Background: an optimization exercise with open tools, aiming at small area, a short achievable clock period and few clock cycles per item. Do not read the settings as production practice.
In this exercise RTL edits were held to simulation tests only and were not proved equivalent to the original.

==> flow/design.v (outline; a module is shown in full before it is edited, if it fits) <==
// module wrapped_angle_slew_tracker: 248 lines
// module wast_mul_g: 730 lines
// module wast_mul_l: 890 lines
// module wast_mul_d: 1698 lines
// module wast_add20: 190 lines
// module wast_add24: 289 lines
module wrapped_angle_slew_tracker
(
	input  wire logic                  clk,
	input  wire logic                  arst_n,
	input  wire logic                  cfg_valid,
	output      logic                  cfg_ready,
	input  wire logic [wast_pkg::CFG_IDX_W-1:0]  cfg_index,
	input  wire logic [wast_pkg::CFG_DATA_W-1:0] cfg_data,
	input  wire logic                  in_valid,
	output      logic                  in_ready,
	input  wire logic [wast_pkg::CMD_W-1:0]      cmd,
	input  wire logic [wast_pkg::ANGLE_W-1:0]    angle_in,
	input  wire logic [wast_pkg::TIME_W-1:0]     elapsed_time,
	output      logic                  out_valid,
	input  wire logic                  out_ready,
	output      logic [wast_pkg::ANGLE_W-1:0]    current_angle,
	output      logic [wast_pkg::ANGLE_W-1:0]    target_angle
);
  // ...
==> flow/run.sh <==
#!/bin/bash
# synth_recipe.tcl (not shown) runs the flow's synth.tcl, then flattens the netlist and writes it again
# the make line also repeats each setting of config.mk as NAME=value (left out here)
make -C /OpenROAD-flow-scripts/flow DESIGN_CONFIG=/design/flow/config.mk WORK_HOME=/design/flow/orfs CLKGATE_MAP_FILE= SYNTH_SCRIPT=/design/flow/synth_recipe.tcl finish
==> flow/config.mk <==
export PLATFORM = sky130hd
export DESIGN_NAME = wrapped_angle_slew_tracker
export DESIGN_NICKNAME = wrapped_angle_slew_tracker
export VERILOG_FILES = /design/flow/design.v
export SDC_FILE = /design/flow/constraint.sdc
export NUM_CORES = 4
export LEC_CHECK = 0
export ABC_AREA = 1
export CAP_MARGIN = 20
export CORE_MARGIN = 2
export CORE_UTILIZATION = 65
export SETUP_SLACK_MARGIN = 5
export SLEW_MARGIN = 20
==> flow/constraint.sdc <==
create_clock -name core_clock -period 11.0 [get_ports {clk}]
set_input_delay 2.2000 -clock core_clock [delete_from_list [all_inputs] [get_ports {clk}]]
set_output_delay 2.2000 -clock core_clock [all_outputs]
set_load 0.01 [all_outputs]
==> results.ini, run 1 <==
[run_status]
status=complete, no violations

[clocking]
h-tree-depth=4

[sta]
final.setup.worst_slack_ns=4.05
fin_crit_sh=0.631

[global_route]
overflow=0
met1_usage=0.545
use_met2=0.729

[synthesis]
synthTopCellsByCount=inv_1, nand2_1, fa_1
synth.distinct_cells=74
synth.top_cell.area_share=0.207
synth-seq-cells=176
synth_xor_area_frac=0.0806

[cells_and_area]
nonClkBufAreaFrac=0.0727
clk_share=0.0150
dominant_cells=multi-input gates
nClkBuffers=21
layout-drive-gt1-share=0.133
final_common_cell=inv_1

[worst_setup_path]
worstSetupPathType=register to register
worstPathBufferInverterCount=7

[routing]
drc_errors=0
vias_per_cell=6.48

[floorplan]
die_height_um=246

Testbench counts, summed over its fixed seeds: cycles 2,424, items 2,400.
==> module wrapped_angle_slew_tracker, before the edit <==
module wrapped_angle_slew_tracker
(
	input  wire logic                  clk,
	input  wire logic                  arst_n,
	input  wire logic                  cfg_valid,
	output      logic                  cfg_ready,
	input  wire logic [wast_pkg::CFG_IDX_W-1:0]  cfg_index,
	input  wire logic [wast_pkg::CFG_DATA_W-1:0] cfg_data,
	input  wire logic                  in_valid,
	output      logic                  in_ready,
	input  wire logic [wast_pkg::CMD_W-1:0]      cmd,
	input  wire logic [wast_pkg::ANGLE_W-1:0]    angle_in,
	input  wire logic [wast_pkg::TIME_W-1:0]     elapsed_time,
	output      logic                  out_valid,
	input  wire logic                  out_ready,
	output      logic [wast_pkg::ANGLE_W-1:0]    current_angle,
	output      logic [wast_pkg::ANGLE_W-1:0]    target_angle
);
	localparam logic [16:0] FULL17 = 17'd46080;
	localparam logic [16:0] HALF17 = 17'd23040;
	logic [wast_pkg::SLEW_W-1:0]  slew_q;
	logic [wast_pkg::GAIN_W-1:0]  gain_q;
	logic        v0_q;
	logic [1:0]  c0_q;
	logic [15:0] t0_q;
	logic        s1_load;
	logic        v1_q;
	logic [1:0]  c1_q;
	logic [27:0] g1_q;
	logic [15:0] l1_q;
	logic        gz1_q;
	logic [15:0] goal_q;
	logic [14:0] dmag_q;
	logic        dneg_q;
	logic        out_valid_q;
	logic        adv;
	logic [15:0] angle_f;
	logic [31:0] gd_s, gd_c;
	logic [35:0] sd_s, sd_c;
	logic [31:0] gd;
	logic [35:0] sd;
	logic [15:0] lim_sat;
	logic [15:0] cur_c;
	assign cfg_ready = 1'b1;
	assign adv       = v1_q && (!out_valid_q || out_ready);
	assign s1_load   = !v1_q || !out_valid_q || out_ready;
	assign in_ready  = !v0_q || s1_load;
	assign out_valid = out_valid_q;
	always_ff @(posedge clk or negedge arst_n) begin
		if (!arst_n) begin
			slew_q <= wast_pkg::RESET_SLEW;
			gain_q <= wast_pkg::RESET_GAIN;
		end else if (cfg_valid) begin
			case (cfg_index)
				wast_pkg::REG_MAX_SLEW: slew_q <= cfg_data[wast_pkg::SLEW_W-1:0];
				wast_pkg::REG_GAIN:     gain_q <= cfg_data[wast_pkg::GAIN_W-1:0];
				default: ;
			endcase
		end
	end
	assign angle_f = (angle_in >= wast_pkg::FULL_TURN) ? angle_in - wast_pkg::FULL_TURN : angle_in;
	logic [17:0] gain3;
	logic [21:0] slew3;
	always_ff @(posedge clk) begin
		gain3 <= {2'b00, gain_q} + {1'b0, gain_q, 1'b0};
		slew3 <= {2'b00, slew_q} + {1'b0, slew_q, 1'b0};
	end
	wast_mul_g u_mul_g (.x(gain_q), .x3(gain3), .y(t0_q), .s(gd_s), .c(gd_c));
	wast_mul_l u_mul_l (.x(slew_q), .x3(slew3), .y(t0_q), .s(sd_s), .c(sd_c));
	assign gd = gd_s + gd_c;
	assign sd = sd_s + sd_c;
	assign lim_sat = (sd[35:31] != '0) ? 16'h8000 : {1'b0, sd[30:16]};
	always_ff @(posedge clk or negedge arst_n) begin
		if (!arst_n) begin
			v0_q        <= 1'b0;
			v1_q        <= 1'b0;
			out_valid_q <= 1'b0;
		end else begin
			if (in_ready)
				v0_q <= in_valid;
			if (s1_load)
				v1_q <= v0_q;
			if (adv)
				out_valid_q <= 1'b1;
			else if (out_ready)
				out_valid_q <= 1'b0;
		end
	end
	always_ff @(posedge clk) begin
		if (in_ready) begin
			c0_q <= cmd;
			t0_q <= (cmd == wast_pkg::CMD_TICK) ? elapsed_time : angle_f;
		end
		if (s1_load) begin
			c1_q  <= c0_q;
			g1_q  <= {(gd[31:28] != '0) ? 4'hF : gd[27:24], gd[23:0]};
			l1_q  <= (c0_q == wast_pkg::CMD_TICK) ? lim_sat : t0_q;
			gz1_q <= (gain_q == '0) || (t0_q == '0);
		end
	end
	always_comb begin
		logic [16:0] t;
		if (dneg_q) begin
			t = {1'b0, goal_q} + {2'b00, dmag_q};
			cur_c = (t >= FULL17) ? 16'(t - FULL17) : t[15:0];
		end else begin
			t = {1'b0, goal_q} - {2'b00, dmag_q};
			cur_c = t[16] ? 16'(t + FULL17) : t[15:0];
		end
	end
	assign current_angle = cur_c;
	assign target_angle  = goal_q;
	logic [14:0] zmask;
	logic [23:0] lor;
	logic        rnd;
	logic [43:0] q_s, q_c;
	logic [19:0] sh, ch;
	logic        q_lo_co;
	logic        cin;
	logic [19:0] ad, al, a12;
	logic [19:0] sd1, cd1, sl1, cl1, s121, c121;
	logic [19:0] yd, yl, y12;
	logic        sneg;
	logic        lo, hi;
	logic [16:0] r_l, r_13;
	logic [14:0] tk_mag;
	logic        tk_neg;
	logic [15:0] gz_t;
	logic        use_m;
	logic [14:0] v_m;
	logic [5:0][23:0] lp;
	always_comb begin
		lp[0] = g1_q[23:0];
		for (int l = 0; l < 5; l++)
			for (int i = 0; i < 24; i++)
				lp[l+1][i] = ((i >> l) & 1) ? (lp[l][i] | lp[l][((i >> l) << l) - 1]) : lp[l][i];
		lor = lp[5];
		for (int i = 0; i < 15; i++)
			zmask[i] = lor[23-i];
	end
	assign rnd = dneg_q && ((dmag_q & zmask) != '0);
	wast_mul_d u_mul_d (.x(g1_q), .y(dmag_q), .e(rnd), .s(q_s), .c(q_c));
	assign sh   = ~q_s[43:24];
	assign ch   = ~q_c[43:24];
	wast_add24 u_add_lo (.a(q_s[23:0]), .b(q_c[23:0]), .s(), .co(q_lo_co));
	assign cin  = ~q_lo_co;
	assign ad   = {5'b0, dmag_q};
	assign al   = {4'b0, l1_q};
	assign a12  = 20'd12;
	assign sd1  = ad ^ sh ^ ch;
	assign cd1  = (ad & sh) | (ad & ch) | (sh & ch);
	assign sl1  = al ^ sh ^ ch;
	assign cl1  = (al & sh) | (al & ch) | (sh & ch);
	assign s121 = a12 ^ sh ^ ch;
	assign c121 = (a12 & sh) | (a12 & ch) | (sh & ch);
	wast_add20 u_add_d  (.a(sd1),  .b({cd1[18:0], 1'b1}),  .ci(cin), .s(yd),  .co());
	wast_add20 u_add_l  (.a(sl1),  .b({cl1[18:0], 1'b1}),  .ci(cin), .s(yl),  .co());
	wast_add20 u_add_12 (.a(s121), .b({c121[18:0], 1'b1}), .ci(cin), .s(y12), .co());
	always_comb begin
		logic sel_m, sel_l;
		logic [14:0] v_m, v_l, v_13;
		hi   = yl[19];
		lo   = !y12[19];
		sneg = dneg_q && !gz1_q && (dmag_q != '0);
		r_l  = {2'b00, dmag_q} - {1'b0, l1_q};
		r_13 = {2'b00, dmag_q} - 17'd13;
		sel_m = !hi && !lo;
		sel_l = hi && (sneg || !lo);
		v_l  = r_l[16]  ? 15'd0 : r_l[14:0];
		v_13 = r_13[16] ? 15'd0 : r_13[14:0];
		gz_t = {1'b0, dmag_q} + 16'd13;
		if (dneg_q && gz1_q && !r_13[16]) begin
			if ({1'b0, gz_t} > HALF17) begin
				tk_mag = 15'(FULL17 - {1'b0, gz_t});
				tk_neg = 1'b0;
			end else if ({1'b0, gz_t} == HALF17) begin
				tk_mag = 15'(HALF17);
				tk_neg = (goal_q < wast_pkg::HALF_TURN);
			end else begin
				tk_mag = gz_t[14:0];
				tk_neg = 1'b1;
			end
			use_m = 1'b0;
		end else begin
			tk_mag = sel_l ? v_l : v_13;
			tk_neg = dneg_q;
			use_m  = sel_m;
		end
	end
	logic [15:0] wx, wy;
	logic [16:0] wraw, wdiff;
	logic [14:0] w_mag;
	logic        w_neg;
	always_comb begin
		if (c1_q == wast_pkg::CMD_SET_TARGET) begin
			wx = l1_q;
			wy = cur_c;
		end else begin
			wx = goal_q;
			wy = l1_q;
		end
		wraw = {1'b0, wx} - {1'b0, wy};
		if (!wraw[16] && wraw > HALF17)
			wdiff = wraw - FULL17;
		else if (wraw[16] && (17'(-wraw) > HALF17))
			wdiff = wraw + FULL17;
		else
			wdiff = wraw;
		w_neg = wdiff[16];
		w_mag = w_neg ? 15'(-wdiff) : wdiff[14:0];
	end
	logic [14:0] nx_mag;
	logic        nx_neg;
	always_comb begin
		case (c1_q)
			wast_pkg::CMD_TICK: begin
				nx_mag = tk_mag;
				nx_neg = tk_neg;
			end
			wast_pkg::CMD_SET_TARGET, wast_pkg::CMD_SET_CUR: begin
				nx_mag = w_mag;
				nx_neg = w_neg;
			end
			default: begin
				nx_mag = '0;
				nx_neg = 1'b0;
			end
		endcase
	end
	assign v_m = yd[19] ? 15'd0 : yd[14:0];
	always_ff @(posedge clk or negedge arst_n) begin
		if (!arst_n) begin
			goal_q <= '0;
			dmag_q <= '0;
			dneg_q <= 1'b0;
		end else if (adv) begin
			if (c1_q == wast_pkg::CMD_SET_TARGET)
				goal_q <= l1_q;
			if (c1_q == wast_pkg::CMD_TICK && use_m) begin
				dmag_q <= v_m;
				dneg_q <= dneg_q;
			end else begin
				dmag_q <= nx_mag;
				dneg_q <= nx_neg;
			end
		end
	end
endmodule
==> module wast_add20, before the edit <==
module wast_add20 (
	input  wire logic [19:0] a,
	input  wire logic [19:0] b,
	input  wire logic ci,
	output logic [19:0] s,
	output logic co
);
	logic g0_0, p0_0;
	assign g0_0 = a[0] & b[0];
	assign p0_0 = a[0] ^ b[0];
	logic g0_1, p0_1;
	assign g0_1 = a[1] & b[1];
	assign p0_1 = a[1] ^ b[1];
	logic g0_2, p0_2;
	assign g0_2 = a[2] & b[2];
	assign p0_2 = a[2] ^ b[2];
	logic g0_3, p0_3;
	assign g0_3 = a[3] & b[3];
	assign p0_3 = a[3] ^ b[3];
	logic g0_4, p0_4;
	assign g0_4 = a[4] & b[4];
	assign p0_4 = a[4] ^ b[4];
	logic g0_5, p0_5;
	assign g0_5 = a[5] & b[5];
	assign p0_5 = a[5] ^ b[5];
	logic g0_6, p0_6;
	assign g0_6 = a[6] & b[6];
	assign p0_6 = a[6] ^ b[6];
	logic g0_7, p0_7;
	assign g0_7 = a[7] & b[7];
	assign p0_7 = a[7] ^ b[7];
	logic g0_8, p0_8;
	assign g0_8 = a[8] & b[8];
	assign p0_8 = a[8] ^ b[8];
	logic g0_9, p0_9;
	assign g0_9 = a[9] & b[9];
	assign p0_9 = a[9] ^ b[9];
	logic g0_10, p0_10;
	assign g0_10 = a[10] & b[10];
	assign p0_10 = a[10] ^ b[10];
	logic g0_11, p0_11;
	assign g0_11 = a[11] & b[11];
	assign p0_11 = a[11] ^ b[11];
	logic g0_12, p0_12;
	assign g0_12 = a[12] & b[12];
	assign p0_12 = a[12] ^ b[12];
	logic g0_13, p0_13;
	assign g0_13 = a[13] & b[13];
	assign p0_13 = a[13] ^ b[13];
	logic g0_14, p0_14;
	assign g0_14 = a[14] & b[14];
	assign p0_14 = a[14] ^ b[14];
	logic g0_15, p0_15;
	assign g0_15 = a[15] & b[15];
	assign p0_15 = a[15] ^ b[15];
	logic g0_16, p0_16;
	assign g0_16 = a[16] & b[16];
	assign p0_16 = a[16] ^ b[16];
	logic g0_17, p0_17;
	assign g0_17 = a[17] & b[17];
	assign p0_17 = a[17] ^ b[17];
	logic g0_18, p0_18;
	assign g0_18 = a[18] & b[18];
	assign p0_18 = a[18] ^ b[18];
	logic g0_19, p0_19;
	assign g0_19 = a[19] & b[19];
	assign p0_19 = a[19] ^ b[19];
	logic G1_1, P1_1;
	assign G1_1 = g0_1 | (p0_1 & g0_0);
	assign P1_1 = p0_1 & p0_0;
	logic G1_3, P1_3;
	assign G1_3 = g0_3 | (p0_3 & g0_2);
	assign P1_3 = p0_3 & p0_2;
	logic G1_5, P1_5;
	assign G1_5 = g0_5 | (p0_5 & g0_4);
	assign P1_5 = p0_5 & p0_4;
	logic G1_7, P1_7;
	assign G1_7 = g0_7 | (p0_7 & g0_6);
	assign P1_7 = p0_7 & p0_6;
	logic G1_9, P1_9;
	assign G1_9 = g0_9 | (p0_9 & g0_8);
	assign P1_9 = p0_9 & p0_8;
	logic G1_11, P1_11;
	assign G1_11 = g0_11 | (p0_11 & g0_10);
	assign P1_11 = p0_11 & p0_10;
	logic G1_13, P1_13;
	assign G1_13 = g0_13 | (p0_13 & g0_12);
	assign P1_13 = p0_13 & p0_12;
	logic G1_15, P1_15;
	assign G1_15 = g0_15 | (p0_15 & g0_14);
	assign P1_15 = p0_15 & p0_14;
	logic G1_17, P1_17;
	assign G1_17 = g0_17 | (p0_17 & g0_16);
	assign P1_17 = p0_17 & p0_16;
	logic G1_19, P1_19;
	assign G1_19 = g0_19 | (p0_19 & g0_18);
	assign P1_19 = p0_19 & p0_18;
	logic G2_2, P2_2;
	assign G2_2 = g0_2 | (p0_2 & G1_1);
	assign P2_2 = p0_2 & P1_1;
	logic G2_3, P2_3;
	assign G2_3 = G1_3 | (P1_3 & G1_1);
	assign P2_3 = P1_3 & P1_1;
	logic G2_6, P2_6;
	assign G2_6 = g0_6 | (p0_6 & G1_5);
	assign P2_6 = p0_6 & P1_5;
	logic G2_7, P2_7;
	assign G2_7 = G1_7 | (P1_7 & G1_5);
	assign P2_7 = P1_7 & P1_5;
	logic G2_10, P2_10;
	assign G2_10 = g0_10 | (p0_10 & G1_9);
	assign P2_10 = p0_10 & P1_9;
	logic G2_11, P2_11;
	assign G2_11 = G1_11 | (P1_11 & G1_9);
	assign P2_11 = P1_11 & P1_9;
	logic G2_14, P2_14;
	assign G2_14 = g0_14 | (p0_14 & G1_13);
	assign P2_14 = p0_14 & P1_13;
	logic G2_15, P2_15;
	assign G2_15 = G1_15 | (P1_15 & G1_13);
	assign P2_15 = P1_15 & P1_13;
	logic G2_18, P2_18;
	assign G2_18 = g0_18 | (p0_18 & G1_17);
	assign P2_18 = p0_18 & P1_17;
	logic G2_19, P2_19;
	assign G2_19 = G1_19 | (P1_19 & G1_17);
	assign P2_19 = P1_19 & P1_17;
	logic G3_4, P3_4;
	assign G3_4 = g0_4 | (p0_4 & G2_3);
	assign P3_4 = p0_4 & P2_3;
	logic G3_5, P3_5;
	assign G3_5 = G1_5 | (P1_5 & G2_3);
	assign P3_5 = P1_5 & P2_3;
	logic G3_6, P3_6;
	assign G3_6 = G2_6 | (P2_6 & G2_3);
	assign P3_6 = P2_6 & P2_3;
	logic G3_7, P3_7;
	assign G3_7 = G2_7 | (P2_7 & G2_3);
	assign P3_7 = P2_7 & P2_3;
	logic G3_12, P3_12;
	assign G3_12 = g0_12 | (p0_12 & G2_11);
	assign P3_12 = p0_12 & P2_11;
	logic G3_13, P3_13;
	assign G3_13 = G1_13 | (P1_13 & G2_11);
	assign P3_13 = P1_13 & P2_11;
	logic G3_14, P3_14;
	assign G3_14 = G2_14 | (P2_14 & G2_11);
	assign P3_14 = P2_14 & P2_11;
	logic G3_15, P3_15;
	assign G3_15 = G2_15 | (P2_15 & G2_11);
	assign P3_15 = P2_15 & P2_11;
	logic G4_8, P4_8;
	assign G4_8 = g0_8 | (p0_8 & G3_7);
	assign P4_8 = p0_8 & P3_7;
	logic G4_9, P4_9;
	assign G4_9 = G1_9 | (P1_9 & G3_7);
	assign P4_9 = P1_9 & P3_7;
	logic G4_10, P4_10;
	assign G4_10 = G2_10 | (P2_10 & G3_7);
	assign P4_10 = P2_10 & P3_7;
	logic G4_11, P4_11;
	assign G4_11 = G2_11 | (P2_11 & G3_7);
	assign P4_11 = P2_11 & P3_7;
	logic G4_12, P4_12;
	assign G4_12 = G3_12 | (P3_12 & G3_7);
	assign P4_12 = P3_12 & P3_7;
	logic G4_13, P4_13;
	assign G4_13 = G3_13 | (P3_13 & G3_7);
	assign P4_13 = P3_13 & P3_7;
	logic G4_14, P4_14;
	assign G4_14 = G3_14 | (P3_14 & G3_7);
	assign P4_14 = P3_14 & P3_7;
	logic G4_15, P4_15;
	assign G4_15 = G3_15 | (P3_15 & G3_7);
	assign P4_15 = P3_15 & P3_7;
	logic G5_16, P5_16;
	assign G5_16 = g0_16 | (p0_16 & G4_15);
	assign P5_16 = p0_16 & P4_15;
	logic G5_17, P5_17;
	assign G5_17 = G1_17 | (P1_17 & G4_15);
	assign P5_17 = P1_17 & P4_15;
	logic G5_18, P5_18;
	assign G5_18 = G2_18 | (P2_18 & G4_15);
	assign P5_18 = P2_18 & P4_15;
	logic G5_19, P5_19;
	assign G5_19 = G2_19 | (P2_19 & G4_15);
	assign P5_19 = P2_19 & P4_15;
	assign s = {p0_19 ^ (G5_18 | (P5_18 & ci)), p0_18 ^ (G5_17 | (P5_17 & ci)), p0_17 ^ (G5_16 | (P5_16 & ci)), p0_16 ^ (G4_15 | (P4_15 & ci)), p0_15 ^ (G4_14 | (P4_14 & ci)), p0_14 ^ (G4_13 | (P4_13 & ci)), p0_13 ^ (G4_12 | (P4_12 & ci)), p0_12 ^ (G4_11 | (P4_11 & ci)), p0_11 ^ (G4_10 | (P4_10 & ci)), p0_10 ^ (G4_9 | (P4_9 & ci)), p0_9 ^ (G4_8 | (P4_8 & ci)), p0_8 ^ (G3_7 | (P3_7 & ci)), p0_7 ^ (G3_6 | (P3_6 & ci)), p0_6 ^ (G3_5 | (P3_5 & ci)), p0_5 ^ (G3_4 | (P3_4 & ci)), p0_4 ^ (G2_3 | (P2_3 & ci)), p0_3 ^ (G2_2 | (P2_2 & ci)), p0_2 ^ (G1_1 | (P1_1 & ci)), p0_1 ^ (g0_0 | (p0_0 & ci)), p0_0 ^ ci};
	assign co = G5_19 | (P5_19 & ci);
endmodule
==> run 2, diff against run 1 <==
--- a/flow/design.v
+++ b/flow/design.v
@@ -45,6 +45,2 @@
 	logic [wast_pkg::GAIN_W-1:0]  gain_q;
-	logic        v0_q;
-	logic [1:0]  c0_q;
-	logic [15:0] t0_q;
-	logic        s1_load;
 	logic        v1_q;
@@ -68,4 +64,3 @@
 	assign adv       = v1_q && (!out_valid_q || out_ready);
-	assign s1_load   = !v1_q || !out_valid_q || out_ready;
-	assign in_ready  = !v0_q || s1_load;
+	assign in_ready  = !v1_q || !out_valid_q || out_ready;
 	assign out_valid = out_valid_q;
@@ -86,8 +81,6 @@
 	logic [21:0] slew3;
-	always_ff @(posedge clk) begin
-		gain3 <= {2'b00, gain_q} + {1'b0, gain_q, 1'b0};
-		slew3 <= {2'b00, slew_q} + {1'b0, slew_q, 1'b0};
-	end
-	wast_mul_g u_mul_g (.x(gain_q), .x3(gain3), .y(t0_q), .s(gd_s), .c(gd_c));
-	wast_mul_l u_mul_l (.x(slew_q), .x3(slew3), .y(t0_q), .s(sd_s), .c(sd_c));
+	wast_add18 u_gain3 (.a({2'b00, gain_q}), .b({1'b0, gain_q, 1'b0}), .s(gain3), .co());
+	wast_add22 u_slew3 (.a({2'b00, slew_q}), .b({1'b0, slew_q, 1'b0}), .s(slew3), .co());
+	wast_mul_g u_mul_g (.x(gain_q), .x3(gain3), .y(elapsed_time), .s(gd_s), .c(gd_c));
+	wast_mul_l u_mul_l (.x(slew_q), .x3(slew3), .y(elapsed_time), .s(sd_s), .c(sd_c));
 	assign gd = gd_s + gd_c;
@@ -97,3 +90,2 @@
 		if (!arst_n) begin
-			v0_q        <= 1'b0;
 			v1_q        <= 1'b0;
@@ -102,5 +94,3 @@
 			if (in_ready)
-				v0_q <= in_valid;
-			if (s1_load)
-				v1_q <= v0_q;
+				v1_q <= in_valid;
 			if (adv)
@@ -113,10 +103,6 @@
 		if (in_ready) begin
-			c0_q <= cmd;
-			t0_q <= (cmd == wast_pkg::CMD_TICK) ? elapsed_time : angle_f;
-		end
-		if (s1_load) begin
-			c1_q  <= c0_q;
+			c1_q  <= cmd;
 			g1_q  <= {(gd[31:28] != '0) ? 4'hF : gd[27:24], gd[23:0]};
-			l1_q  <= (c0_q == wast_pkg::CMD_TICK) ? lim_sat : t0_q;
-			gz1_q <= (gain_q == '0) || (t0_q == '0);
+			l1_q  <= (cmd == wast_pkg::CMD_TICK) ? lim_sat : angle_f;
+			gz1_q <= (gain_q == '0) || (elapsed_time == '0);
 		end
@@ -151,11 +137,6 @@
 	logic [15:0] gz_t;
-	logic        use_m;
-	logic [14:0] v_m;
-	logic [5:0][23:0] lp;
 	always_comb begin
-		lp[0] = g1_q[23:0];
-		for (int l = 0; l < 5; l++)
-			for (int i = 0; i < 24; i++)
-				lp[l+1][i] = ((i >> l) & 1) ? (lp[l][i] | lp[l][((i >> l) << l) - 1]) : lp[l][i];
-		lor = lp[5];
+		lor[0] = g1_q[0];
+		for (int k = 1; k < 24; k++)
+			lor[k] = lor[k-1] | g1_q[k];
 		for (int i = 0; i < 15; i++)
@@ -191,2 +172,3 @@
 		sel_l = hi && (sneg || !lo);
+		v_m  = yd[19]   ? 15'd0 : yd[14:0];
 		v_l  = r_l[16]  ? 15'd0 : r_l[14:0];
@@ -205,7 +187,5 @@
 			end
-			use_m = 1'b0;
 		end else begin
-			tk_mag = sel_l ? v_l : v_13;
+			tk_mag = sel_m ? v_m : sel_l ? v_l : v_13;
 			tk_neg = dneg_q;
-			use_m  = sel_m;
 		end
@@ -234,21 +214,2 @@
 	end
-	logic [14:0] nx_mag;
-	logic        nx_neg;
-	always_comb begin
-		case (c1_q)
-			wast_pkg::CMD_TICK: begin
-				nx_mag = tk_mag;
-				nx_neg = tk_neg;
-			end
-			wast_pkg::CMD_SET_TARGET, wast_pkg::CMD_SET_CUR: begin
-				nx_mag = w_mag;
-				nx_neg = w_neg;
-			end
-			default: begin
-				nx_mag = '0;
-				nx_neg = 1'b0;
-			end
-		endcase
-	end
-	assign v_m = yd[19] ? 15'd0 : yd[14:0];
 	always_ff @(posedge clk or negedge arst_n) begin
@@ -259,11 +220,21 @@
 		end else if (adv) begin
-			if (c1_q == wast_pkg::CMD_SET_TARGET)
-				goal_q <= l1_q;
-			if (c1_q == wast_pkg::CMD_TICK && use_m) begin
-				dmag_q <= v_m;
-				dneg_q <= dneg_q;
-			end else begin
-				dmag_q <= nx_mag;
-				dneg_q <= nx_neg;
-			end
+			case (c1_q)
+				wast_pkg::CMD_TICK: begin
+					dmag_q <= tk_mag;
+					dneg_q <= tk_neg;
+				end
+				wast_pkg::CMD_SET_TARGET: begin
+					goal_q <= l1_q;
+					dmag_q <= w_mag;
+					dneg_q <= w_neg;
+				end
+				wast_pkg::CMD_SET_CUR: begin
+					dmag_q <= w_mag;
+					dneg_q <= w_neg;
+				end
+				default: begin
+					dmag_q <= '0;
+					dneg_q <= 1'b0;
+				end
+			endcase
 		end
@@ -3656,129 +3627,629 @@
 	assign p0_19 = a[19] ^ b[19];
-	logic G1_1, P1_1;
+	logic G1_1;
+	assign G1_1 = g0_0 | (p0_0 & ci);
+	logic G1_3;
+	assign G1_3 = g0_2 | (p0_2 & g0_1);
+	logic P1_3;
+	assign P1_3 = p0_2 & p0_1;
+	logic G1_5;
+	assign G1_5 = g0_4 | (p0_4 & g0_3);
+	logic P1_5;
+	assign P1_5 = p0_4 & p0_3;
+	logic G1_7;
+	assign G1_7 = g0_6 | (p0_6 & g0_5);
+	logic P1_7;
+	assign P1_7 = p0_6 & p0_5;
+	logic G1_9;
+	assign G1_9 = g0_8 | (p0_8 & g0_7);
+	logic P1_9;
+	assign P1_9 = p0_8 & p0_7;
+	logic G1_11;
+	assign G1_11 = g0_10 | (p0_10 & g0_9);
+	logic P1_11;
+	assign P1_11 = p0_10 & p0_9;
+	logic G1_13;
+	assign G1_13 = g0_12 | (p0_12 & g0_11);
+	logic P1_13;
+	assign P1_13 = p0_12 & p0_11;
+	logic G1_15;
+	assign G1_15 = g0_14 | (p0_14 & g0_13);
+	logic P1_15;
+	assign P1_15 = p0_14 & p0_13;
+	logic G1_17;
+	assign G1_17 = g0_16 | (p0_16 & g0_15);
+	logic P1_17;
+	assign P1_17 = p0_16 & p0_15;
+	logic G1_19;
+	assign G1_19 = g0_18 | (p0_18 & g0_17);
+	logic P1_19;
+	assign P1_19 = p0_18 & p0_17;
+	logic G2_2;
+	assign G2_2 = g0_1 | (p0_1 & G1_1);
+	logic G2_3;
+	assign G2_3 = G1_3 | (P1_3 & G1_1);
+	logic G2_6;
+	assign G2_6 = g0_5 | (p0_5 & G1_5);
+	logic P2_6;
+	assign P2_6 = p0_5 & P1_5;
+	logic G2_7;
+	assign G2_7 = G1_7 | (P1_7 & G1_5);
+	logic P2_7;
+	assign P2_7 = P1_7 & P1_5;
+	logic G2_10;
+	assign G2_10 = g0_9 | (p0_9 & G1_9);
+	logic P2_10;
+	assign P2_10 = p0_9 & P1_9;
+	logic G2_11;
+	assign G2_11 = G1_11 | (P1_11 & G1_9);
+	logic P2_11;
+	assign P2_11 = P1_11 & P1_9;
+	logic G2_14;
+	assign G2_14 = g0_13 | (p0_13 & G1_13);
+	logic P2_14;
+	assign P2_14 = p0_13 & P1_13;
+	logic G2_15;
+	assign G2_15 = G1_15 | (P1_15 & G1_13);
+	logic P2_15;
+	assign P2_15 = P1_15 & P1_13;
+	logic G2_18;
+	assign G2_18 = g0_17 | (p0_17 & G1_17);
+	logic P2_18;
+	assign P2_18 = p0_17 & P1_17;
+	logic G2_19;
+	assign G2_19 = G1_19 | (P1_19 & G1_17);
+	logic P2_19;
+	assign P2_19 = P1_19 & P1_17;
+	logic G3_4;
+	assign G3_4 = g0_3 | (p0_3 & G2_3);
+	logic G3_5;
+	assign G3_5 = G1_5 | (P1_5 & G2_3);
+	logic G3_6;
+	assign G3_6 = G2_6 | (P2_6 & G2_3);
+	logic G3_7;
+	assign G3_7 = G2_7 | (P2_7 & G2_3);
+	logic G3_12;
+	assign G3_12 = g0_11 | (p0_11 & G2_11);
+	logic P3_12;
+	assign P3_12 = p0_11 & P2_11;
+	logic G3_13;
+	assign G3_13 = G1_13 | (P1_13 & G2_11);
+	logic P3_13;
+	assign P3_13 = P1_13 & P2_11;
+	logic G3_14;
+	assign G3_14 = G2_14 | (P2_14 & G2_11);
+	logic P3_14;
+	assign P3_14 = P2_14 & P2_11;
+	logic G3_15;
+	assign G3_15 = G2_15 | (P2_15 & G2_11);
+	logic P3_15;
+	assign P3_15 = P2_15 & P2_11;
+	logic G3_20;
+	assign G3_20 = g0_19 | (p0_19 & G2_19);
+	logic P3_20;
+	assign P3_20 = p0_19 & P2_19;
+	logic G4_8;
+	assign G4_8 = g0_7 | (p0_7 & G3_7);
+	logic G4_9;
+	assign G4_9 = G1_9 | (P1_9 & G3_7);
+	logic G4_10;
+	assign G4_10 = G2_10 | (P2_10 & G3_7);
+	logic G4_11;
+	assign G4_11 = G2_11 | (P2_11 & G3_7);
+	logic G4_12;
+	assign G4_12 = G3_12 | (P3_12 & G3_7);
+	logic G4_13;
+	assign G4_13 = G3_13 | (P3_13 & G3_7);
+	logic G4_14;
+	assign G4_14 = G3_14 | (P3_14 & G3_7);
+	logic G4_15;
+	assign G4_15 = G3_15 | (P3_15 & G3_7);
+	logic G5_16;
+	assign G5_16 = g0_15 | (p0_15 & G4_15);
+	logic G5_17;
+	assign G5_17 = G1_17 | (P1_17 & G4_15);
+	logic G5_18;
+	assign G5_18 = G2_18 | (P2_18 & G4_15);
+	logic G5_19;
+	assign G5_19 = G2_19 | (P2_19 & G4_15);
+	logic G5_20;
+	assign G5_20 = G3_20 | (P3_20 & G4_15);
+	assign s = {p0_19 ^ G5_19, p0_18 ^ G5_18, p0_17 ^ G5_17, p0_16 ^ G5_16, p0_15 ^ G4_15, p0_14 ^ G4_14, p0_13 ^ G4_13, p0_12 ^ G4_12, p0_11 ^ G4_11, p0_10 ^ G4_10, p0_9 ^ G4_9, p0_8 ^ G4_8, p0_7 ^ G3_7, p0_6 ^ G3_6, p0_5 ^ G3_5, p0_4 ^ G3_4, p0_3 ^ G2_3, p0_2 ^ G2_2, p0_1 ^ G1_1, p0_0 ^ ci};
+	assign co = G5_20;
+endmodule
+module wast_add24 (
+	input  wire logic [23:0] a,
+	input  wire logic [23:0] b,
+	output logic [23:0] s,
+	output logic co
+);
+	logic g0_0, p0_0;
+	assign g0_0 = a[0] & b[0];
+	assign p0_0 = a[0] ^ b[0];
+	logic g0_1, p0_1;
+	assign g0_1 = a[1] & b[1];
+	assign p0_1 = a[1] ^ b[1];
+	logic g0_2, p0_2;
+	assign g0_2 = a[2] & b[2];
+	assign p0_2 = a[2] ^ b[2];
+	logic g0_3, p0_3;
+	assign g0_3 = a[3] & b[3];
+	assign p0_3 = a[3] ^ b[3];
+	logic g0_4, p0_4;
+	assign g0_4 = a[4] & b[4];
+	assign p0_4 = a[4] ^ b[4];
+	logic g0_5, p0_5;
+	assign g0_5 = a[5] & b[5];
+	assign p0_5 = a[5] ^ b[5];
+	logic g0_6, p0_6;
+	assign g0_6 = a[6] & b[6];
+	assign p0_6 = a[6] ^ b[6];
+	logic g0_7, p0_7;
+	assign g0_7 = a[7] & b[7];
+	assign p0_7 = a[7] ^ b[7];
+	logic g0_8, p0_8;
+	assign g0_8 = a[8] & b[8];
+	assign p0_8 = a[8] ^ b[8];
+	logic g0_9, p0_9;
+	assign g0_9 = a[9] & b[9];
+	assign p0_9 = a[9] ^ b[9];
+	logic g0_10, p0_10;
+	assign g0_10 = a[10] & b[10];
+	assign p0_10 = a[10] ^ b[10];
+	logic g0_11, p0_11;
+	assign g0_11 = a[11] & b[11];
+	assign p0_11 = a[11] ^ b[11];
+	logic g0_12, p0_12;
+	assign g0_12 = a[12] & b[12];
+	assign p0_12 = a[12] ^ b[12];
+	logic g0_13, p0_13;
+	assign g0_13 = a[13] & b[13];
+	assign p0_13 = a[13] ^ b[13];
+	logic g0_14, p0_14;
+	assign g0_14 = a[14] & b[14];
+	assign p0_14 = a[14] ^ b[14];
+	logic g0_15, p0_15;
+	assign g0_15 = a[15] & b[15];
+	assign p0_15 = a[15] ^ b[15];
+	logic g0_16, p0_16;
+	assign g0_16 = a[16] & b[16];
+	assign p0_16 = a[16] ^ b[16];
+	logic g0_17, p0_17;
+	assign g0_17 = a[17] & b[17];
+	assign p0_17 = a[17] ^ b[17];
+	logic g0_18, p0_18;
+	assign g0_18 = a[18] & b[18];
+	assign p0_18 = a[18] ^ b[18];
+	logic g0_19, p0_19;
+	assign g0_19 = a[19] & b[19];
+	assign p0_19 = a[19] ^ b[19];
+	logic g0_20, p0_20;
+	assign g0_20 = a[20] & b[20];
+	assign p0_20 = a[20] ^ b[20];
+	logic g0_21, p0_21;
+	assign g0_21 = a[21] & b[21];
+	assign p0_21 = a[21] ^ b[21];
+	logic g0_22, p0_22;
+	assign g0_22 = a[22] & b[22];
+	assign p0_22 = a[22] ^ b[22];
+	logic g0_23, p0_23;
+	assign g0_23 = a[23] & b[23];
+	assign p0_23 = a[23] ^ b[23];
+	logic G1_1;
 	assign G1_1 = g0_1 | (p0_1 & g0_0);
+	logic P1_1;
 	assign P1_1 = p0_1 & p0_0;
-	logic G1_3, P1_3;
+	logic G1_3;
 	assign G1_3 = g0_3 | (p0_3 & g0_2);
+	logic P1_3;
 	assign P1_3 = p0_3 & p0_2;
-	logic G1_5, P1_5;
+	logic G1_5;
 	assign G1_5 = g0_5 | (p0_5 & g0_4);
+	logic P1_5;
 	assign P1_5 = p0_5 & p0_4;
-	logic G1_7, P1_7;
+	logic G1_7;
 	assign G1_7 = g0_7 | (p0_7 & g0_6);
+	logic P1_7;
 	assign P1_7 = p0_7 & p0_6;
-	logic G1_9, P1_9;
+	logic G1_9;
 	assign G1_9 = g0_9 | (p0_9 & g0_8);
+	logic P1_9;
 	assign P1_9 = p0_9 & p0_8;
-	logic G1_11, P1_11;
+	logic G1_11;
 	assign G1_11 = g0_11 | (p0_11 & g0_10);
+	logic P1_11;
 	assign P1_11 = p0_11 & p0_10;
-	logic G1_13, P1_13;
+	logic G1_13;
 	assign G1_13 = g0_13 | (p0_13 & g0_12);
+	logic P1_13;
 	assign P1_13 = p0_13 & p0_12;
-	logic G1_15, P1_15;
+	logic G1_15;
 	assign G1_15 = g0_15 | (p0_15 & g0_14);
+	logic P1_15;
 	assign P1_15 = p0_15 & p0_14;
-	logic G1_17, P1_17;
+	logic G1_17;
 	assign G1_17 = g0_17 | (p0_17 & g0_16);
+	logic P1_17;
 	assign P1_17 = p0_17 & p0_16;
-	logic G1_19, P1_19;
+	logic G1_19;
 	assign G1_19 = g0_19 | (p0_19 & g0_18);
+	logic P1_19;
 	assign P1_19 = p0_19 & p0_18;
-	logic G2_2, P2_2;
+	logic G1_21;
+	assign G1_21 = g0_21 | (p0_21 & g0_20);
+	logic P1_21;
+	assign P1_21 = p0_21 & p0_20;
+	logic G1_23;
+	assign G1_23 = g0_23 | (p0_23 & g0_22);
+	logic P1_23;
+	assign P1_23 = p0_23 & p0_22;
+	logic G2_2;
 	assign G2_2 = g0_2 | (p0_2 & G1_1);
+	logic P2_2;
 	assign P2_2 = p0_2 & P1_1;
-	logic G2_3, P2_3;
+	logic G2_3;
 	assign G2_3 = G1_3 | (P1_3 & G1_1);
+	logic P2_3;
 	assign P2_3 = P1_3 & P1_1;
-	logic G2_6, P2_6;
+	logic G2_6;
 	assign G2_6 = g0_6 | (p0_6 & G1_5);
+	logic P2_6;
 	assign P2_6 = p0_6 & P1_5;
-	logic G2_7, P2_7;
+	logic G2_7;
 	assign G2_7 = G1_7 | (P1_7 & G1_5);
+	logic P2_7;
 	assign P2_7 = P1_7 & P1_5;
-	logic G2_10, P2_10;
+	logic G2_10;
 	assign G2_10 = g0_10 | (p0_10 & G1_9);
+	logic P2_10;
 	assign P2_10 = p0_10 & P1_9;
-	logic G2_11, P2_11;
+	logic G2_11;
 	assign G2_11 = G1_11 | (P1_11 & G1_9);
+	logic P2_11;
 	assign P2_11 = P1_11 & P1_9;
-	logic G2_14, P2_14;
+	logic G2_14;
 	assign G2_14 = g0_14 | (p0_14 & G1_13);
+	logic P2_14;
 	assign P2_14 = p0_14 & P1_13;
-	logic G2_15, P2_15;
+	logic G2_15;
 	assign G2_15 = G1_15 | (P1_15 & G1_13);
+	logic P2_15;
 	assign P2_15 = P1_15 & P1_13;
-	logic G2_18, P2_18;
+	logic G2_18;
 	assign G2_18 = g0_18 | (p0_18 & G1_17);
+	logic P2_18;
 	assign P2_18 = p0_18 & P1_17;
-	logic G2_19, P2_19;
+	logic G2_19;
 	assign G2_19 = G1_19 | (P1_19 & G1_17);
+	logic P2_19;
 	assign P2_19 = P1_19 & P1_17;
-	logic G3_4, P3_4;
+	logic G2_22;
+	assign G2_22 = g0_22 | (p0_22 & G1_21);
+	logic P2_22;
+	assign P2_22 = p0_22 & P1_21;
+	logic G2_23;
+	assign G2_23 = G1_23 | (P1_23 & G1_21);
+	logic P2_23;
+	assign P2_23 = P1_23 & P1_21;
+	logic G3_4;
 	assign G3_4 = g0_4 | (p0_4 & G2_3);
+	logic P3_4;
 	assign P3_4 = p0_4 & P2_3;
-	logic G3_5, P3_5;
+	logic G3_5;
 	assign G3_5 = G1_5 | (P1_5 & G2_3);
+	logic P3_5;
 	assign P3_5 = P1_5 & P2_3;
-	logic G3_6, P3_6;
+	logic G3_6;
 	assign G3_6 = G2_6 | (P2_6 & G2_3);
+	logic P3_6;
 	assign P3_6 = P2_6 & P2_3;
-	logic G3_7, P3_7;
+	logic G3_7;
 	assign G3_7 = G2_7 | (P2_7 & G2_3);
+	logic P3_7;
 	assign P3_7 = P2_7 & P2_3;
-	logic G3_12, P3_12;
+	logic G3_12;
 	assign G3_12 = g0_12 | (p0_12 & G2_11);
+	logic P3_12;
 	assign P3_12 = p0_12 & P2_11;
-	logic G3_13, P3_13;
+	logic G3_13;
 	assign G3_13 = G1_13 | (P1_13 & G2_11);
+	logic P3_13;
 	assign P3_13 = P1_13 & P2_11;
-	logic G3_14, P3_14;
+	logic G3_14;
 	assign G3_14 = G2_14 | (P2_14 & G2_11);
+	logic P3_14;
 	assign P3_14 = P2_14 & P2_11;
-	logic G3_15, P3_15;
+	logic G3_15;
 	assign G3_15 = G2_15 | (P2_15 & G2_11);
+	logic P3_15;
 	assign P3_15 = P2_15 & P2_11;
-	logic G4_8, P4_8;
+	logic G3_20;
+	assign G3_20 = g0_20 | (p0_20 & G2_19);
+	logic P3_20;
+	assign P3_20 = p0_20 & P2_19;
+	logic G3_21;
+	assign G3_21 = G1_21 | (P1_21 & G2_19);
+	logic P3_21;
+	assign P3_21 = P1_21 & P2_19;
+	logic G3_22;
+	assign G3_22 = G2_22 | (P2_22 & G2_19);
+	logic P3_22;
+	assign P3_22 = P2_22 & P2_19;
+	logic G3_23;
+	assign G3_23 = G2_23 | (P2_23 & G2_19);
+	logic P3_23;
+	assign P3_23 = P2_23 & P2_19;
+	logic G4_8;
 	assign G4_8 = g0_8 | (p0_8 & G3_7);
+	logic P4_8;
 	assign P4_8 = p0_8 & P3_7;
-	logic G4_9, P4_9;
+	logic G4_9;
 	assign G4_9 = G1_9 | (P1_9 & G3_7);
+	logic P4_9;
 	assign P4_9 = P1_9 & P3_7;
-	logic G4_10, P4_10;
+	logic G4_10;
 	assign G4_10 = G2_10 | (P2_10 & G3_7);
+	logic P4_10;
 	assign P4_10 = P2_10 & P3_7;
-	logic G4_11, P4_11;
+	logic G4_11;
 	assign G4_11 = G2_11 | (P2_11 & G3_7);
+	logic P4_11;
 	assign P4_11 = P2_11 & P3_7;
-	logic G4_12, P4_12;
+	logic G4_12;
 	assign G4_12 = G3_12 | (P3_12 & G3_7);
+	logic P4_12;
 	assign P4_12 = P3_12 & P3_7;
-	logic G4_13, P4_13;
+	logic G4_13;
 	assign G4_13 = G3_13 | (P3_13 & G3_7);
+	logic P4_13;
 	assign P4_13 = P3_13 & P3_7;
-	logic G4_14, P4_14;
+	logic G4_14;
 	assign G4_14 = G3_14 | (P3_14 & G3_7);
+	logic P4_14;
 	assign P4_14 = P3_14 & P3_7;
-	logic G4_15, P4_15;
+	logic G4_15;
 	assign G4_15 = G3_15 | (P3_15 & G3_7);
+	logic P4_15;
 	assign P4_15 = P3_15 & P3_7;
-	logic G5_16, P5_16;
+	logic G5_16;
 	assign G5_16 = g0_16 | (p0_16 & G4_15);
+	logic P5_16;
 	assign P5_16 = p0_16 & P4_15;
-	logic G5_17, P5_17;
+	logic G5_17;
 	assign G5_17 = G1_17 | (P1_17 & G4_15);
+	logic P5_17;
 	assign P5_17 = P1_17 & P4_15;
-	logic G5_18, P5_18;
+	logic G5_18;
 	assign G5_18 = G2_18 | (P2_18 & G4_15);
+	logic P5_18;
 	assign P5_18 = P2_18 & P4_15;
-	logic G5_19, P5_19;
+	logic G5_19;
 	assign G5_19 = G2_19 | (P2_19 & G4_15);
+	logic P5_19;
 	assign P5_19 = P2_19 & P4_15;
-	assign s = {p0_19 ^ (G5_18 | (P5_18 & ci)), p0_18 ^ (G5_17 | (P5_17 & ci)), p0_17 ^ (G5_16 | (P5_16 & ci)), p0_16 ^ (G4_15 | (P4_15 & ci)), p0_15 ^ (G4_14 | (P4_14 & ci)), p0_14 ^ (G4_13 | (P4_13 & ci)), p0_13 ^ (G4_12 | (P4_12 & ci)), p0_12 ^ (G4_11 | (P4_11 & ci)), p0_11 ^ (G4_10 | (P4_10 & ci)), p0_10 ^ (G4_9 | (P4_9 & ci)), p0_9 ^ (G4_8 | (P4_8 & ci)), p0_8 ^ (G3_7 | (P3_7 & ci)), p0_7 ^ (G3_6 | (P3_6 & ci)), p0_6 ^ (G3_5 | (P3_5 & ci)), p0_5 ^ (G3_4 | (P3_4 & ci)), p0_4 ^ (G2_3 | (P2_3 & ci)), p0_3 ^ (G2_2 | (P2_2 & ci)), p0_2 ^ (G1_1 | (P1_1 & ci)), p0_1 ^ (g0_0 | (p0_0 & ci)), p0_0 ^ ci};
-	assign co = G5_19 | (P5_19 & ci);
+	logic G5_20;
+	assign G5_20 = G3_20 | (P3_20 & G4_15);
+	logic P5_20;
+	assign P5_20 = P3_20 & P4_15;
+	logic G5_21;
+	assign G5_21 = G3_21 | (P3_21 & G4_15);
+	logic P5_21;
+	assign P5_21 = P3_21 & P4_15;
+	logic G5_22;
+	assign G5_22 = G3_22 | (P3_22 & G4_15);
+	logic P5_22;
+	assign P5_22 = P3_22 & P4_15;
+	logic G5_23;
+	assign G5_23 = G3_23 | (P3_23 & G4_15);
+	logic P5_23;
+	assign P5_23 = P3_23 & P4_15;
+	assign s = {p0_23 ^ G5_22, p0_22 ^ G5_21, p0_21 ^ G5_20, p0_20 ^ G5_19, p0_19 ^ G5_18, p0_18 ^ G5_17, p0_17 ^ G5_16, p0_16 ^ G4_15, p0_15 ^ G4_14, p0_14 ^ G4_13, p0_13 ^ G4_12, p0_12 ^ G4_11, p0_11 ^ G4_10, p0_10 ^ G4_9, p0_9 ^ G4_8, p0_8 ^ G3_7, p0_7 ^ G3_6, p0_6 ^ G3_5, p0_5 ^ G3_4, p0_4 ^ G2_3, p0_3 ^ G2_2, p0_2 ^ G1_1, p0_1 ^ g0_0, p0_0 ^ 1'b0};
+	assign co = G5_23;
 endmodule
-module wast_add24 (
-	input  wire logic [23:0] a,
-	input  wire logic [23:0] b,
-	output logic [23:0] s,
+module wast_add18 (
+	input  wire logic [17:0] a,
+	input  wire logic [17:0] b,
+	output logic [17:0] s,
+	output logic co
+);
+	logic g0_0, p0_0;
+	assign g0_0 = a[0] & b[0];
+	assign p0_0 = a[0] ^ b[0];
+	logic g0_1, p0_1;
+	assign g0_1 = a[1] & b[1];
+	assign p0_1 = a[1] ^ b[1];
+	logic g0_2, p0_2;
+	assign g0_2 = a[2] & b[2];
+	assign p0_2 = a[2] ^ b[2];
+	logic g0_3, p0_3;
+	assign g0_3 = a[3] & b[3];
+	assign p0_3 = a[3] ^ b[3];
+	logic g0_4, p0_4;
+	assign g0_4 = a[4] & b[4];
+	assign p0_4 = a[4] ^ b[4];
+	logic g0_5, p0_5;
+	assign g0_5 = a[5] & b[5];
+	assign p0_5 = a[5] ^ b[5];
+	logic g0_6, p0_6;
+	assign g0_6 = a[6] & b[6];
+	assign p0_6 = a[6] ^ b[6];
+	logic g0_7, p0_7;
+	assign g0_7 = a[7] & b[7];
+	assign p0_7 = a[7] ^ b[7];
+	logic g0_8, p0_8;
+	assign g0_8 = a[8] & b[8];
+	assign p0_8 = a[8] ^ b[8];
+	logic g0_9, p0_9;
+	assign g0_9 = a[9] & b[9];
+	assign p0_9 = a[9] ^ b[9];
+	logic g0_10, p0_10;
+	assign g0_10 = a[10] & b[10];
+	assign p0_10 = a[10] ^ b[10];
+	logic g0_11, p0_11;
+	assign g0_11 = a[11] & b[11];
+	assign p0_11 = a[11] ^ b[11];
+	logic g0_12, p0_12;
+	assign g0_12 = a[12] & b[12];
+	assign p0_12 = a[12] ^ b[12];
+	logic g0_13, p0_13;
+	assign g0_13 = a[13] & b[13];
+	assign p0_13 = a[13] ^ b[13];
+	logic g0_14, p0_14;
+	assign g0_14 = a[14] & b[14];
+	assign p0_14 = a[14] ^ b[14];
+	logic g0_15, p0_15;
+	assign g0_15 = a[15] & b[15];
+	assign p0_15 = a[15] ^ b[15];
+	logic g0_16, p0_16;
+	assign g0_16 = a[16] & b[16];
+	assign p0_16 = a[16] ^ b[16];
+	logic g0_17, p0_17;
+	assign g0_17 = a[17] & b[17];
+	assign p0_17 = a[17] ^ b[17];
+	logic G1_1;
+	assign G1_1 = g0_1 | (p0_1 & g0_0);
+	logic P1_1;
+	assign P1_1 = p0_1 & p0_0;
+	logic G1_3;
+	assign G1_3 = g0_3 | (p0_3 & g0_2);
+	logic P1_3;
+	assign P1_3 = p0_3 & p0_2;
+	logic G1_5;
+	assign G1_5 = g0_5 | (p0_5 & g0_4);
+	logic P1_5;
+	assign P1_5 = p0_5 & p0_4;
+	logic G1_7;
+	assign G1_7 = g0_7 | (p0_7 & g0_6);
+	logic P1_7;
+	assign P1_7 = p0_7 & p0_6;
+	logic G1_9;
+	assign G1_9 = g0_9 | (p0_9 & g0_8);
+	logic P1_9;
+	assign P1_9 = p0_9 & p0_8;
+	logic G1_11;
+	assign G1_11 = g0_11 | (p0_11 & g0_10);
+	logic P1_11;
+	assign P1_11 = p0_11 & p0_10;
+	logic G1_13;
+	assign G1_13 = g0_13 | (p0_13 & g0_12);
+	logic P1_13;
+	assign P1_13 = p0_13 & p0_12;
+	logic G1_15;
+	assign G1_15 = g0_15 | (p0_15 & g0_14);
+	logic P1_15;
+	assign P1_15 = p0_15 & p0_14;
+	logic G1_17;
+	assign G1_17 = g0_17 | (p0_17 & g0_16);
+	logic P1_17;
+	assign P1_17 = p0_17 & p0_16;
+	logic G2_2;
+	assign G2_2 = g0_2 | (p0_2 & G1_1);
+	logic P2_2;
+	assign P2_2 = p0_2 & P1_1;
+	logic G2_3;
+	assign G2_3 = G1_3 | (P1_3 & G1_1);
+	logic P2_3;
+	assign P2_3 = P1_3 & P1_1;
+	logic G2_6;
+	assign G2_6 = g0_6 | (p0_6 & G1_5);
+	logic P2_6;
+	assign P2_6 = p0_6 & P1_5;
+	logic G2_7;
+	assign G2_7 = G1_7 | (P1_7 & G1_5);
+	logic P2_7;
+	assign P2_7 = P1_7 & P1_5;
+	logic G2_10;
+	assign G2_10 = g0_10 | (p0_10 & G1_9);
+	logic P2_10;
+	assign P2_10 = p0_10 & P1_9;
+	logic G2_11;
+	assign G2_11 = G1_11 | (P1_11 & G1_9);
+	logic P2_11;
+	assign P2_11 = P1_11 & P1_9;
+	logic G2_14;
+	assign G2_14 = g0_14 | (p0_14 & G1_13);
+	logic P2_14;
+	assign P2_14 = p0_14 & P1_13;
+	logic G2_15;
+	assign G2_15 = G1_15 | (P1_15 & G1_13);
+	logic P2_15;
+	assign P2_15 = P1_15 & P1_13;
+	logic G3_4;
+	assign G3_4 = g0_4 | (p0_4 & G2_3);
+	logic P3_4;
+	assign P3_4 = p0_4 & P2_3;
+	logic G3_5;
+	assign G3_5 = G1_5 | (P1_5 & G2_3);
+	logic P3_5;
+	assign P3_5 = P1_5 & P2_3;
+	logic G3_6;
+	assign G3_6 = G2_6 | (P2_6 & G2_3);
+	logic P3_6;
+	assign P3_6 = P2_6 & P2_3;
+	logic G3_7;
+	assign G3_7 = G2_7 | (P2_7 & G2_3);
+	logic P3_7;
+	assign P3_7 = P2_7 & P2_3;
+	logic G3_12;
+	assign G3_12 = g0_12 | (p0_12 & G2_11);
+	logic P3_12;
+	assign P3_12 = p0_12 & P2_11;
+	logic G3_13;
+	assign G3_13 = G1_13 | (P1_13 & G2_11);
+	logic P3_13;
+	assign P3_13 = P1_13 & P2_11;
+	logic G3_14;
+	assign G3_14 = G2_14 | (P2_14 & G2_11);
+	logic P3_14;
+	assign P3_14 = P2_14 & P2_11;
+	logic G3_15;
+	assign G3_15 = G2_15 | (P2_15 & G2_11);
+	logic P3_15;
+	assign P3_15 = P2_15 & P2_11;
+	logic G4_8;
+	assign G4_8 = g0_8 | (p0_8 & G3_7);
+	logic P4_8;
+	assign P4_8 = p0_8 & P3_7;
+	logic G4_9;
+	assign G4_9 = G1_9 | (P1_9 & G3_7);
+	logic P4_9;
+	assign P4_9 = P1_9 & P3_7;
+	logic G4_10;
+	assign G4_10 = G2_10 | (P2_10 & G3_7);
+	logic P4_10;
+	assign P4_10 = P2_10 & P3_7;
+	logic G4_11;
+	assign G4_11 = G2_11 | (P2_11 & G3_7);
+	logic P4_11;
+	assign P4_11 = P2_11 & P3_7;
+	logic G4_12;
+	assign G4_12 = G3_12 | (P3_12 & G3_7);
+	logic P4_12;
+	assign P4_12 = P3_12 & P3_7;
+	logic G4_13;
+	assign G4_13 = G3_13 | (P3_13 & G3_7);
+	logic P4_13;
+	assign P4_13 = P3_13 & P3_7;
+	logic G4_14;
+	assign G4_14 = G3_14 | (P3_14 & G3_7);
+	logic P4_14;
+	assign P4_14 = P3_14 & P3_7;
+	logic G4_15;
+	assign G4_15 = G3_15 | (P3_15 & G3_7);
+	logic P4_15;
+	assign P4_15 = P3_15 & P3_7;
+	logic G5_16;
+	assign G5_16 = g0_16 | (p0_16 & G4_15);
+	logic P5_16;
+	assign P5_16 = p0_16 & P4_15;
+	logic G5_17;
+	assign G5_17 = G1_17 | (P1_17 & G4_15);
+	logic P5_17;
+	assign P5_17 = P1_17 & P4_15;
+	assign s = {p0_17 ^ G5_16, p0_16 ^ G4_15, p0_15 ^ G4_14, p0_14 ^ G4_13, p0_13 ^ G4_12, p0_12 ^ G4_11, p0_11 ^ G4_10, p0_10 ^ G4_9, p0_9 ^ G4_8, p0_8 ^ G3_7, p0_7 ^ G3_6, p0_6 ^ G3_5, p0_5 ^ G3_4, p0_4 ^ G2_3, p0_3 ^ G2_2, p0_2 ^ G1_1, p0_1 ^ g0_0, p0_0 ^ 1'b0};
+	assign co = G5_17;
+endmodule
+module wast_add22 (
+	input  wire logic [21:0] a,
+	input  wire logic [21:0] b,
+	output logic [21:0] s,
 	output logic co
@@ -3851,8 +4322,2 @@
 	assign p0_21 = a[21] ^ b[21];
-	logic g0_22, p0_22;
-	assign g0_22 = a[22] & b[22];
-	assign p0_22 = a[22] ^ b[22];
-	logic g0_23, p0_23;
-	assign g0_23 = a[23] & b[23];
-	assign p0_23 = a[23] ^ b[23];
 	logic G1_1;
@@ -3901,6 +4366,2 @@
 	assign P1_21 = p0_21 & p0_20;
-	logic G1_23;
-	assign G1_23 = g0_23 | (p0_23 & g0_22);
-	logic P1_23;
-	assign P1_23 = p0_23 & p0_22;
 	logic G2_2;
@@ -3945,10 +4406,2 @@
 	assign P2_19 = P1_19 & P1_17;
-	logic G2_22;
-	assign G2_22 = g0_22 | (p0_22 & G1_21);
-	logic P2_22;
-	assign P2_22 = p0_22 & P1_21;
-	logic G2_23;
-	assign G2_23 = G1_23 | (P1_23 & G1_21);
-	logic P2_23;
-	assign P2_23 = P1_23 & P1_21;
 	logic G3_4;
@@ -3993,10 +4446,2 @@
 	assign P3_21 = P1_21 & P2_19;
-	logic G3_22;
-	assign G3_22 = G2_22 | (P2_22 & G2_19);
-	logic P3_22;
-	assign P3_22 = P2_22 & P2_19;
-	logic G3_23;
-	assign G3_23 = G2_23 | (P2_23 & G2_19);
-	logic P3_23;
-	assign P3_23 = P2_23 & P2_19;
 	logic G4_8;
@@ -4057,12 +4502,4 @@
 	assign P5_21 = P3_21 & P4_15;
-	logic G5_22;
-	assign G5_22 = G3_22 | (P3_22 & G4_15);
-	logic P5_22;
-	assign P5_22 = P3_22 & P4_15;
-	logic G5_23;
-	assign G5_23 = G3_23 | (P3_23 & G4_15);
-	logic P5_23;
-	assign P5_23 = P3_23 & P4_15;
-	assign s = {p0_23 ^ G5_22, p0_22 ^ G5_21, p0_21 ^ G5_20, p0_20 ^ G5_19, p0_19 ^ G5_18, p0_18 ^ G5_17, p0_17 ^ G5_16, p0_16 ^ G4_15, p0_15 ^ G4_14, p0_14 ^ G4_13, p0_13 ^ G4_12, p0_12 ^ G4_11, p0_11 ^ G4_10, p0_10 ^ G4_9, p0_9 ^ G4_8, p0_8 ^ G3_7, p0_7 ^ G3_6, p0_6 ^ G3_5, p0_5 ^ G3_4, p0_4 ^ G2_3, p0_3 ^ G2_2, p0_2 ^ G1_1, p0_1 ^ g0_0, p0_0 ^ 1'b0};
-	assign co = G5_23;
+	assign s = {p0_21 ^ G5_20, p0_20 ^ G5_19, p0_19 ^ G5_18, p0_18 ^ G5_17, p0_17 ^ G5_16, p0_16 ^ G4_15, p0_15 ^ G4_14, p0_14 ^ G4_13, p0_13 ^ G4_12, p0_12 ^ G4_11, p0_11 ^ G4_10, p0_10 ^ G4_9, p0_9 ^ G4_8, p0_8 ^ G3_7, p0_7 ^ G3_6, p0_6 ^ G3_5, p0_5 ^ G3_4, p0_4 ^ G2_3, p0_3 ^ G2_2, p0_2 ^ G1_1, p0_1 ^ g0_0, p0_0 ^ 1'b0};
+	assign co = G5_21;
 endmodule
--- a/flow/config.mk
+++ b/flow/config.mk
@@ -10,4 +10,4 @@
 export CORE_MARGIN = 2
-export CORE_UTILIZATION = 65
-export SETUP_SLACK_MARGIN = 5
+export CORE_UTILIZATION = 50
+export SETUP_SLACK_MARGIN = 3
 export SLEW_MARGIN = 20
==> results.ini, run 2 <==
[synthesis]
async_flop_share=0.598
synth_cells=5115
synth.largest_area_cell=fa_1
synth_area_leaders=fa_1, ha_1, inv_1, nand2_1, xor2_1
synth_most_common_cell=inv_1
yosysWarnings=1
synth.distinct_cells=62  ; -16%
synthTopCellsByCount=inv_1, nand2_1, fa_1
synth_seq_area_share=0.0869
synthFlopType=dfrtp_1
synth.top_cell.area_share=0.220  ; +0.0126
synth_edf_count=47
syn-mean-instance-area_um2=7.14
synth_area_um2=36500
synth-seq-cells=117  ; -34%
synth_fp_nets=5937

[routing]
vias=36000
antenna_left=0
totalWireLength_mm=126
drc_errors=0  ; unchanged
vias_per_cell=5.86  ; -9.5%
wl_per_cell_um=20.6
drt-initial-drc-count=3644
first_pass_iters=6

[placement]
dpl.hpwl_mm=97.8
dp_worst_setup_slack_ns=1.77
portBuffers=93
gp_congestion=0.987

[sta]
setup_violations=0
finalSetupTns_ns=0
max-slew-margin-rel=0.294
slew_viol_final=0
final.setup.worst_slack_ns=3.28  ; -0.775 ns
fin_crit_ns=7.72
fin_worst_skew_ns=0.0168
fin_crit_sh=0.702  ; +0.0704
max_freq_mhz=130
hold_violations=0
fin_hold_ws_ns=0.515
worstMarginPinSlew_ns=1.06
rsz0062_at_grt=yes

[clocking]
insertion_delay_ns=0.50
cts_tree=done
h-tree-depth=4  ; unchanged
cts_made_buffers=17
cts-root-buf=clkbuf_16
clockBufferDepth=2
cts.sinks=117
clkTransAtPathRegs_ns=0.07

[floorplan]
chipWidth_um=274
rows=99
fp.dieArea_um2=75300
pin_count=107
core_um2=72700
initial_core_util=0.502
die_height_um=274  ; +12%

[worst_setup_path]
crit_fanout=23
crit_path_start_kind=input pin
crit_required_ns=11.24
arrival_ns=7.96
timing.rr.start=g1_q[7]
cp-end-kind=register
worstSetupStartpoint=elapsed_time[1]
worstSetupPathType=input pin to register

[worst_hold_path]
hold_path.class=register to register
hp-start=slew_q[14]

[cells_and_area]
regMostFlops=g1_q
diodes=0
area_growth_pct=9.89
final_common_cell=inv_1
largest_register_ffs=28
fill_cells=7249
largest_registers=g1_q (28), slew_q (20)
final_cell_mix=inv_1, nand2_1, fa_1, ha_1, o22ai_1
nets=5984
layout-drive-gt1-share=0.0757  ; -0.0570

[global_route]
antenna_found_initial=1
grt_pass1_vias=34700
grt_pass1_wl_mm=198
track_usage=0.339
overflow=0  ; unchanged
grt_max_degree=49

[run_status]
status=complete, no violations

[run]
cap_viol_max_count=0

[run 2: area by class of cell]
type,instances,area [µm²],share of cell area
multi-input combinational,3660,28600,0.713
clock inverter,12,128,0.00318
timing repair inverter,3,15.0,0.000374
tap,959,1200,0.0299
clock buffer,20,458,0.0114
sequential,117,3200,0.0797
inverter,1124,4370,0.109
timing repair buffer,239,2160,0.0537
[run 2: path summary, 6_finish.rpt]
path	to	slack [ns]	cells after the start
setup / recovery	g1_q[24]	3.28	23
hold / removal	slew_q[14]	0.51	2
setup reg to reg	dmag_q[13]	3.39	43
hold reg to reg	slew_q[14]	0.51	2
max in group asynchronous	gain_q[3]	8.26	2
min in group asynchronous	goal_q[2]	1.62	1
[run 2: logic make-up (layout without fill, tap and decap cells)]
family,after synthesis,count (layout),synth area share
compound gates,1155,1155,0.198
flops,117,117,0.0869
fa+ha+maj,750,750,0.339
xor+xnor,307,307,0.0736
buf+inv,1339,1398,0.138
simple gates,1446,1447,0.164
other cells,1,1,0.000103
[run 2: worst max-delay path, stage by stage]
cell	delay, ns
clkdlybuf4s50_1	0.46
nor2_2	0.15
buf_6	0.17
clkinvlp_4	0.14
buf_6	0.20
o221ai_1	0.27
fa_1	0.50
fa_1	0.47
fa_1	0.59
inv_1	0.08
fa_1	0.55
inv_1	0.05
ha_1	0.35
nand2_1	0.08
o21ai_0	0.21
a21oi_2	0.09
o31ai_2	0.29
a21oi_2	0.16
o21ai_0	0.24
nor3_1	0.07
nor4b_1	0.27
and3_2	0.28
nand2_1	0.06
[run 2: repair_timing]
item	CTS	global route
gates resized for setup	42	121
gates cloned	3	1
pin swaps	6	13
endpoints found under the setup margin	35	36
buffers inserted	30	55
hold buffers	0	0
[run 2: layer usage]
metal  global-route usage  share of wire  vias up
met5                    0              0        -
met4                0.156          0.048        0
met3               0.0589          0.087      387
met2                0.540           0.45     1746
met1                0.450           0.42    17000
li1                     -              -    16900
[run 2: through the flow]
step	area (µm²)	instances	util
final	40100	6134	0.552
after global routing	40100	6134	0.552
after CTS	39400	6078	0.541
after detailed placement	38400	6013	0.528
after global placement	38400	6013	0.528
after floorplan	36500	5115	-
Testbench counts of run 2, summed over its fixed seeds: cycles 2,416, items 2,400.

==> port drivers added, routing unchanged <==
The flow's constraints put no driver on any port. The routed layouts listed below were extracted and timed again, unchanged, in two steps.
Step 1 sets driving cells, clkbuf_16 on the clock port and buf_2 on the other inputs (assumed; they add their load-dependent delay and slew).
Step 2 also shifts input and output timing later by t, the mid clock arrival at the registers, as if the neighbouring blocks saw the same clock.
Slacks: no drivers / after step 1 / after step 2; pairs: no drivers / after step 1.
run | shift t [ns] | setup slack, ns | worst register clock-pin slew, ns | cell pins on the clock port's net
run 1 | 0.559 | 4.055 / 4.055 / 4.055 | 0.09 / 0.09 | 1
run 2 | 0.557 | 3.280 / 3.320 / 2.762 | 0.07 / 0.07 | 1
After both steps setup and hold are still met in every run listed. The setup slack of run 2, which loses most, moves by +0.040 ns with the drivers and by -0.518 ns with both steps.
